This design comes from an exercise in tuning for small area on the open sky130 flow, not from production work.
RTL that was checked went through simulation tests only; none was proved equivalent to the original.
Power is estimated from default activity; no workload was simulated.

==> module uart_rx, before the edit <==
module uart_rx #(
    parameter int CLOCKS_PER_BIT = uart_pkg::CLOCKS_PER_BIT_DEFAULT
) (
    input  logic            clk,
    input  logic            i_reset,
    input  logic            i_uart_rx,
    output logic            o_valid,
    output uart_pkg::byte_t o_data
);
    localparam int CNT_W = $clog2(CLOCKS_PER_BIT);
    localparam logic [CNT_W-1:0] SAMPLE_AT = CNT_W'(CLOCKS_PER_BIT / 2 - 1);
    localparam logic [3:0] PH_IDLE  = 4'd0;
    localparam logic [3:0] PH_START = 4'd1;
    localparam logic [3:0] PH_STOP  = 4'd2;
    localparam logic [3:0] PH_DATA0 = 4'd8;
    localparam logic [3:0] PH_DATA7 = 4'd15;
    logic [3:0]       phase;
    logic [CNT_W-1:0] bit_time;
    uart_pkg::byte_t  shift_reg;
    logic             sample;
    logic             in_data;
    logic rx_meta;
    logic rx_sync;
    logic rx_prev;
    always_ff @(posedge clk) begin
        if (i_reset) begin
            rx_meta <= uart_pkg::LINE_IDLE;
            rx_sync <= uart_pkg::LINE_IDLE;
            rx_prev <= uart_pkg::LINE_IDLE;
        end else begin
            rx_meta <= i_uart_rx;
            rx_sync <= rx_meta;
            rx_prev <= rx_sync;
        end
    end
    assign sample  = (bit_time == SAMPLE_AT);
    assign in_data = phase[3];
    always_ff @(posedge clk) begin
        if (phase == PH_IDLE) begin
            bit_time <= '0;
        end else begin
            bit_time <= bit_time + 1'b1;
        end
    end
    always_ff @(posedge clk) begin
        if (i_reset) begin
            phase   <= PH_IDLE;
            o_valid <= 1'b0;
        end else begin
            o_valid <= 1'b0;
            if (phase == PH_IDLE) begin
                if (rx_prev == uart_pkg::LINE_IDLE &&
                    rx_sync == uart_pkg::START_LEVEL) begin
                    phase <= PH_START;
                end
            end else if (sample) begin
                if (phase == PH_START) begin
                    phase <= (rx_sync == uart_pkg::START_LEVEL) ? PH_DATA0 : PH_IDLE;
                end else if (phase == PH_STOP) begin
                    o_valid <= (rx_sync == uart_pkg::LINE_IDLE);
                    phase   <= PH_IDLE;
                end else if (phase == PH_DATA7) begin
                    phase <= PH_STOP;
                end else begin
                    phase <= phase + 1'b1;
                end
            end
        end
    end
    always_ff @(posedge clk) begin
        if (in_data && sample) begin
            shift_reg <= {rx_sync, shift_reg[7:1]};
        end
    end
    assign o_data = shift_reg;
endmodule
==> module uart_tx, before the edit <==
module uart_tx #(
    parameter int CLOCKS_PER_BIT = uart_pkg::CLOCKS_PER_BIT_DEFAULT
) (
    input  logic            clk,
    input  logic            i_reset,
    input  logic            i_valid,
    input  uart_pkg::byte_t i_data,
    output logic            o_ready,
    output logic            o_uart_tx
);
    localparam int CNT_W = $clog2(CLOCKS_PER_BIT);
    logic [9:0]       frame;
    logic [CNT_W-1:0] bit_time;
    logic             take;
    logic             bit_end;
    assign o_ready   = (frame == '0);
    assign o_uart_tx = frame[0] || o_ready;
    assign take      = o_ready && i_valid;
    assign bit_end   = (bit_time == CNT_W'(CLOCKS_PER_BIT - 1));
    always_ff @(posedge clk) begin
        if (o_ready) begin
            bit_time <= '0;
        end else begin
            bit_time <= bit_time + 1'b1;
        end
    end
    always_ff @(posedge clk) begin
        if (i_reset) begin
            frame <= '0;
        end else if (take) begin
            frame <= {1'b1, i_data, uart_pkg::START_LEVEL};
        end else if (bit_end) begin
            frame <= frame >> 1;
        end
    end
endmodule
export LEC_CHECK = 0
export CAP_MARGIN = 20
export CORE_MARGIN = 2
export CORE_UTILIZATION = 70
export CTS_BUF_LIST = sky130_fd_sc_hd__clkbuf_8
export CTS_CLUSTER_DIAMETER = 60
export CTS_CLUSTER_SIZE = 20
export SLEW_MARGIN = 20
create_clock -name core_clock -period 8.0 [get_ports {clk}]
standard.sh (not shown) runs the stock make flow with config.mk's settings and CLKGATE_MAP_FILE= SYNTH_SCRIPT=/design/flow/synth_recipe.tcl, a recipe that flattens the netlist after the stock synthesis.
==> flow/flow/run.sh <==
#!/bin/bash
# Standard layout, with the clock tree built without dummy loads.
set -euo pipefail
export CTS_ARGS="-sink_clustering_enable -repair_clock_nets -dont_use_dummy_load -buf_list sky130_fd_sc_hd__clkbuf_8 -sink_clustering_size 20 -sink_clustering_max_diameter 60"
bash standard.sh > flow_make.log 2>&1
Edit:
--- a/flow/design.v
+++ b/flow/design.v
@@ -13,24 +13,26 @@
     input  logic            clk,
     input  logic            i_reset,
     input  logic            i_uart_rx,
     output logic            o_valid,
     output uart_pkg::byte_t o_data
 );
-    localparam int CNT_W = $clog2(CLOCKS_PER_BIT);
-    localparam logic [CNT_W-1:0] SAMPLE_AT = CNT_W'(CLOCKS_PER_BIT / 2 - 1);
+    localparam int CNT_W = 5;
+    localparam logic [CNT_W-1:0] SAMPLE_AT = 5'b11110;
     localparam logic [3:0] PH_IDLE  = 4'd0;
     localparam logic [3:0] PH_START = 4'd1;
     localparam logic [3:0] PH_STOP  = 4'd2;
+    localparam logic [3:0] PH_VALID = 4'd4;
     localparam logic [3:0] PH_DATA0 = 4'd8;
     localparam logic [3:0] PH_DATA7 = 4'd15;
     logic [3:0]       phase;
     logic [CNT_W-1:0] bit_time;
     uart_pkg::byte_t  shift_reg;
     logic             sample;
     logic             in_data;
+    logic             in_idle;
     logic rx_meta;
     logic rx_sync;
     logic rx_prev;
     always_ff @(posedge clk) begin
         if (i_reset) begin
             rx_meta <= uart_pkg::LINE_IDLE;
@@ -41,36 +43,38 @@
             rx_sync <= rx_meta;
             rx_prev <= rx_sync;
         end
     end
     assign sample  = (bit_time == SAMPLE_AT);
     assign in_data = phase[3];
-    always_ff @(posedge clk) begin
-        if (phase == PH_IDLE) begin
+    assign in_idle = (phase == PH_IDLE) || (phase == PH_VALID);
+    assign o_valid = (phase == PH_VALID);
+    always_ff @(posedge clk) begin
+        if (in_idle) begin
             bit_time <= '0;
         end else begin
-            bit_time <= bit_time + 1'b1;
-        end
-    end
-    always_ff @(posedge clk) begin
-        if (i_reset) begin
-            phase   <= PH_IDLE;
-            o_valid <= 1'b0;
-        end else begin
-            o_valid <= 1'b0;
-            if (phase == PH_IDLE) begin
+            bit_time <= {bit_time[3:0],
+                         bit_time[4] ^ bit_time[2] ^ (bit_time[3:0] == '0)};
+        end
+    end
+    always_ff @(posedge clk) begin
+        if (i_reset) begin
+            phase <= PH_IDLE;
+        end else begin
+            if (in_idle) begin
                 if (rx_prev == uart_pkg::LINE_IDLE &&
                     rx_sync == uart_pkg::START_LEVEL) begin
                     phase <= PH_START;
+                end else begin
+                    phase <= PH_IDLE;
                 end
             end else if (sample) begin
                 if (phase == PH_START) begin
                     phase <= (rx_sync == uart_pkg::START_LEVEL) ? PH_DATA0 : PH_IDLE;
                 end else if (phase == PH_STOP) begin
-                    o_valid <= (rx_sync == uart_pkg::LINE_IDLE);
-                    phase   <= PH_IDLE;
+                    phase <= (rx_sync == uart_pkg::LINE_IDLE) ? PH_VALID : PH_IDLE;
                 end else if (phase == PH_DATA7) begin
                     phase <= PH_STOP;
                 end else begin
                     phase <= phase + 1'b1;
                 end
             end
@@ -177,26 +181,27 @@
     input  logic            i_reset,
     input  logic            i_valid,
     input  uart_pkg::byte_t i_data,
     output logic            o_ready,
     output logic            o_uart_tx
 );
-    localparam int CNT_W = $clog2(CLOCKS_PER_BIT);
+    localparam int CNT_W = 5;
     logic [9:0]       frame;
     logic [CNT_W-1:0] bit_time;
     logic             take;
     logic             bit_end;
     assign o_ready   = (frame == '0);
     assign o_uart_tx = frame[0] || o_ready;
     assign take      = o_ready && i_valid;
-    assign bit_end   = (bit_time == CNT_W'(CLOCKS_PER_BIT - 1));
+    assign bit_end   = (bit_time == 5'b10000);
     always_ff @(posedge clk) begin
         if (o_ready) begin
             bit_time <= '0;
         end else begin
-            bit_time <= bit_time + 1'b1;
+            bit_time <= {bit_time[3:0],
+                         bit_time[4] ^ bit_time[2] ^ (bit_time[3:0] == '0)};
         end
     end
     always_ff @(posedge clk) begin
         if (i_reset) begin
             frame <= '0;
         end else if (take) begin
Effect: The changed run ran to the end with no violations. Design area barely changes. Power stays flat. Synthesized area hardly moves. Sequential power is about the same. Setup slack gets worse by 0.15 ns. Final cell count hardly moves. Non-clock buffer count is unchanged.
For the second run of this note, only the layout was checked, not whether the RTL still works.

---

Starting RTL as in the previous note.
==> module byte_fifo, before the edit <==
module byte_fifo #(
    parameter int FIFO_DEPTH = uart_pkg::FIFO_DEPTH_DEFAULT
) (
    input  logic            clk,
    input  logic            i_reset,
    input  logic            i_valid,
    input  uart_pkg::byte_t i_data,
    output logic            o_valid,
    output uart_pkg::byte_t o_data,
    input  logic            i_ready
);
    localparam int AW = $clog2(FIFO_DEPTH);
    logic [AW-1:0] wr_pos;
    logic [AW-1:0] rd_pos;
    logic          last_wr;
    logic          rd_pend;
    logic ptr_eq;
    logic mem_empty;
    logic mem_full;
    logic out_load;
    logic bypass;
    logic mem_wr;
    logic mem_rd;
    assign ptr_eq    = (wr_pos == rd_pos);
    assign mem_empty = ptr_eq && !last_wr;
    assign mem_full  = ptr_eq && last_wr;
    assign out_load = !o_valid || i_ready;
    assign bypass = out_load && mem_empty && i_valid;
    assign mem_wr = i_valid && !mem_full && !bypass;
    assign mem_rd = out_load && !mem_empty;
    logic [8*FIFO_DEPTH-1:0] ring;
    uart_pkg::byte_t         ring_out;
    uart_pkg::byte_t         ring_in;
    uart_pkg::byte_t         wr_buf;
    logic                    wr_hit;
    logic                    rd_hit;
    assign ring_out = ring[8*FIFO_DEPTH-1 -: 8];
    assign wr_hit   = (wr_pos == '0);
    assign rd_hit   = rd_pend && (rd_pos == '0);
    assign ring_in  = wr_hit ? wr_buf : ring_out;
    always_ff @(posedge clk) begin
        ring <= {ring[8*FIFO_DEPTH-9:0], ring_in};
    end
    always_ff @(posedge clk) begin
        if (i_reset) begin
            wr_pos  <= '0;
            rd_pos  <= '0;
            last_wr <= 1'b0;
            rd_pend <= 1'b0;
            o_valid <= 1'b0;
        end else begin
            if (!mem_wr) begin
                wr_pos <= wr_pos - 1'b1;
            end
            if (!mem_rd) begin
                rd_pos <= rd_pos - 1'b1;
            end
            if (mem_wr) begin
                last_wr <= 1'b1;
            end else if (mem_rd) begin
                last_wr <= 1'b0;
            end
            if (mem_rd) begin
                rd_pend <= 1'b1;
            end else if (rd_hit) begin
                rd_pend <= 1'b0;
            end
            if (out_load) begin
                o_valid <= mem_rd || bypass;
            end
        end
    end
    always_ff @(posedge clk) begin
        if (mem_wr) begin
            wr_buf <= i_data;
        end
    end
    always_ff @(posedge clk) begin
        if (rd_hit) begin
            o_data <= mem_full ? ring_out : ring_in;
        end else if (bypass) begin
            o_data <= i_data;
        end
    end
endmodule
export LEC_CHECK = 0
export CAP_MARGIN = 20
export CORE_MARGIN = 2
export CORE_UTILIZATION = 70
export CTS_BUF_LIST = sky130_fd_sc_hd__clkbuf_8
export CTS_CLUSTER_DIAMETER = 60
export CTS_CLUSTER_SIZE = 20
export SLEW_MARGIN = 20
create_clock -name core_clock -period 8.0 [get_ports {clk}]
run.sh (not shown) runs the stock make flow with config.mk's settings and CLKGATE_MAP_FILE= SYNTH_SCRIPT=/design/flow/synth_recipe.tcl, a recipe that flattens the netlist after the stock synthesis.
Stock flow here: none of the scripts above is used.
Rerun with:
--- a/flow/design.v
+++ b/flow/design.v
@@ -16,18 +16,20 @@
     output logic            o_valid,
     output uart_pkg::byte_t o_data
 );
-    localparam int CNT_W = $clog2(CLOCKS_PER_BIT);
-    localparam logic [CNT_W-1:0] SAMPLE_AT = CNT_W'(CLOCKS_PER_BIT / 2 - 1);
+    localparam int CNT_W = 5;
+    localparam logic [CNT_W-1:0] SAMPLE_AT = 5'b11110;
     localparam logic [3:0] PH_IDLE  = 4'd0;
     localparam logic [3:0] PH_START = 4'd1;
     localparam logic [3:0] PH_STOP  = 4'd2;
+    localparam logic [3:0] PH_VALID = 4'd4;
     localparam logic [3:0] PH_DATA0 = 4'd8;
-    localparam logic [3:0] PH_DATA7 = 4'd15;
+    localparam logic [3:0] PH_DATA7 = 4'd12;
     logic [3:0]       phase;
     logic [CNT_W-1:0] bit_time;
     uart_pkg::byte_t  shift_reg;
     logic             sample;
     logic             in_data;
+    logic             in_idle;
     logic rx_meta;
     logic rx_sync;
     logic rx_prev;
@@ -44,34 +46,37 @@
     end
     assign sample  = (bit_time == SAMPLE_AT);
     assign in_data = phase[3];
-    always_ff @(posedge clk) begin
-        if (phase == PH_IDLE) begin
+    assign in_idle = (phase == PH_IDLE) || (phase == PH_VALID);
+    assign o_valid = (phase == PH_VALID);
+    always_ff @(posedge clk) begin
+        if (in_idle) begin
             bit_time <= '0;
         end else begin
-            bit_time <= bit_time + 1'b1;
-        end
-    end
-    always_ff @(posedge clk) begin
-        if (i_reset) begin
-            phase   <= PH_IDLE;
-            o_valid <= 1'b0;
-        end else begin
-            o_valid <= 1'b0;
-            if (phase == PH_IDLE) begin
+            bit_time <= {bit_time[3:0],
+                         bit_time[4] ^ bit_time[2] ^ (bit_time[3:0] == '0)};
+        end
+    end
+    always_ff @(posedge clk) begin
+        if (i_reset) begin
+            phase <= PH_IDLE;
+        end else begin
+            if (in_idle) begin
                 if (rx_prev == uart_pkg::LINE_IDLE &&
                     rx_sync == uart_pkg::START_LEVEL) begin
                     phase <= PH_START;
+                end else begin
+                    phase <= PH_IDLE;
                 end
             end else if (sample) begin
                 if (phase == PH_START) begin
                     phase <= (rx_sync == uart_pkg::START_LEVEL) ? PH_DATA0 : PH_IDLE;
                 end else if (phase == PH_STOP) begin
-                    o_valid <= (rx_sync == uart_pkg::LINE_IDLE);
-                    phase   <= PH_IDLE;
+                    phase <= (rx_sync == uart_pkg::LINE_IDLE) ? PH_VALID : PH_IDLE;
                 end else if (phase == PH_DATA7) begin
                     phase <= PH_STOP;
                 end else begin
-                    phase <= phase + 1'b1;
+                    phase <= {1'b1, phase[1:0],
+                              phase[2] ^ phase[1] ^ (phase[1:0] == '0)};
                 end
             end
         end
@@ -100,6 +105,8 @@
     logic [AW-1:0] rd_pos;
     logic          last_wr;
     logic          rd_pend;
+    logic [AW-1:0] wr_next;
+    logic [AW-1:0] rd_next;
     logic ptr_eq;
     logic mem_empty;
     logic mem_full;
@@ -107,6 +114,10 @@
     logic bypass;
     logic mem_wr;
     logic mem_rd;
+    assign wr_next = {wr_pos[6:0],
+                      wr_pos[7] ^ wr_pos[5] ^ wr_pos[4] ^ wr_pos[3] ^ (wr_pos[6:0] == '0)};
+    assign rd_next = {rd_pos[6:0],
+                      rd_pos[7] ^ rd_pos[5] ^ rd_pos[4] ^ rd_pos[3] ^ (rd_pos[6:0] == '0)};
     assign ptr_eq    = (wr_pos == rd_pos);
     assign mem_empty = ptr_eq && !last_wr;
     assign mem_full  = ptr_eq && last_wr;
@@ -136,10 +147,10 @@
             o_valid <= 1'b0;
         end else begin
             if (!mem_wr) begin
-                wr_pos <= wr_pos - 1'b1;
+                wr_pos <= wr_next;
             end
             if (!mem_rd) begin
-                rd_pos <= rd_pos - 1'b1;
+                rd_pos <= rd_next;
             end
             if (mem_wr) begin
                 last_wr <= 1'b1;
@@ -180,7 +191,7 @@
     output logic            o_ready,
     output logic            o_uart_tx
 );
-    localparam int CNT_W = $clog2(CLOCKS_PER_BIT);
+    localparam int CNT_W = 5;
     logic [9:0]       frame;
     logic [CNT_W-1:0] bit_time;
     logic             take;
@@ -188,12 +199,13 @@
     assign o_ready   = (frame == '0);
     assign o_uart_tx = frame[0] || o_ready;
     assign take      = o_ready && i_valid;
-    assign bit_end   = (bit_time == CNT_W'(CLOCKS_PER_BIT - 1));
+    assign bit_end   = (bit_time == 5'b10000);
     always_ff @(posedge clk) begin
         if (o_ready) begin
             bit_time <= '0;
         end else begin
-            bit_time <= bit_time + 1'b1;
+            bit_time <= {bit_time[3:0],
+                         bit_time[4] ^ bit_time[2] ^ (bit_time[3:0] == '0)};
         end
     end
     always_ff @(posedge clk) begin
Global-route usage is about the same.
Synthesized area falls by 0.92%.
Cell area drops by 0.87%.
Sequential share of layout area goes up by 0.75 points.
Sequential cell count goes down by 1.

==> what the ideal ports hide <==
The flow's constraints put no driver on any port. The routed layouts listed below were extracted and timed again, unchanged, in two steps. Step 1 sets driving cells, clkbuf_16 on the clock port and buf_2 on the other inputs (assumed; they add their load-dependent delay and slew). Step 2 moves the port delays by t, midway between the first and last clock arrival at a register: inputs arrive t later, outputs are due t later. That takes back most of the time a late clock gives input paths. Slacks: no drivers / after step 1 / after step 2; pairs: no drivers / after step 1.
| run | t, ns | slack for setup (ns) | worst data-port slew with drivers (ns) |
|---|---|---|---|
| the first run of note 1 | 0.747 | 3.801 / 3.748 / 4.495 | 0.03 |
| the second run of note 1 | 0.758 | 3.646 / 3.588 / 4.346 | 0.03 |
| the first run of note 2 | 0.768 | 3.729 / 3.676 / 4.444 | 0.03 |
| the second run of note 2 | 0.772 | 3.947 / 3.894 / 4.667 | 0.03 |
After both steps every run listed still meets setup and hold.
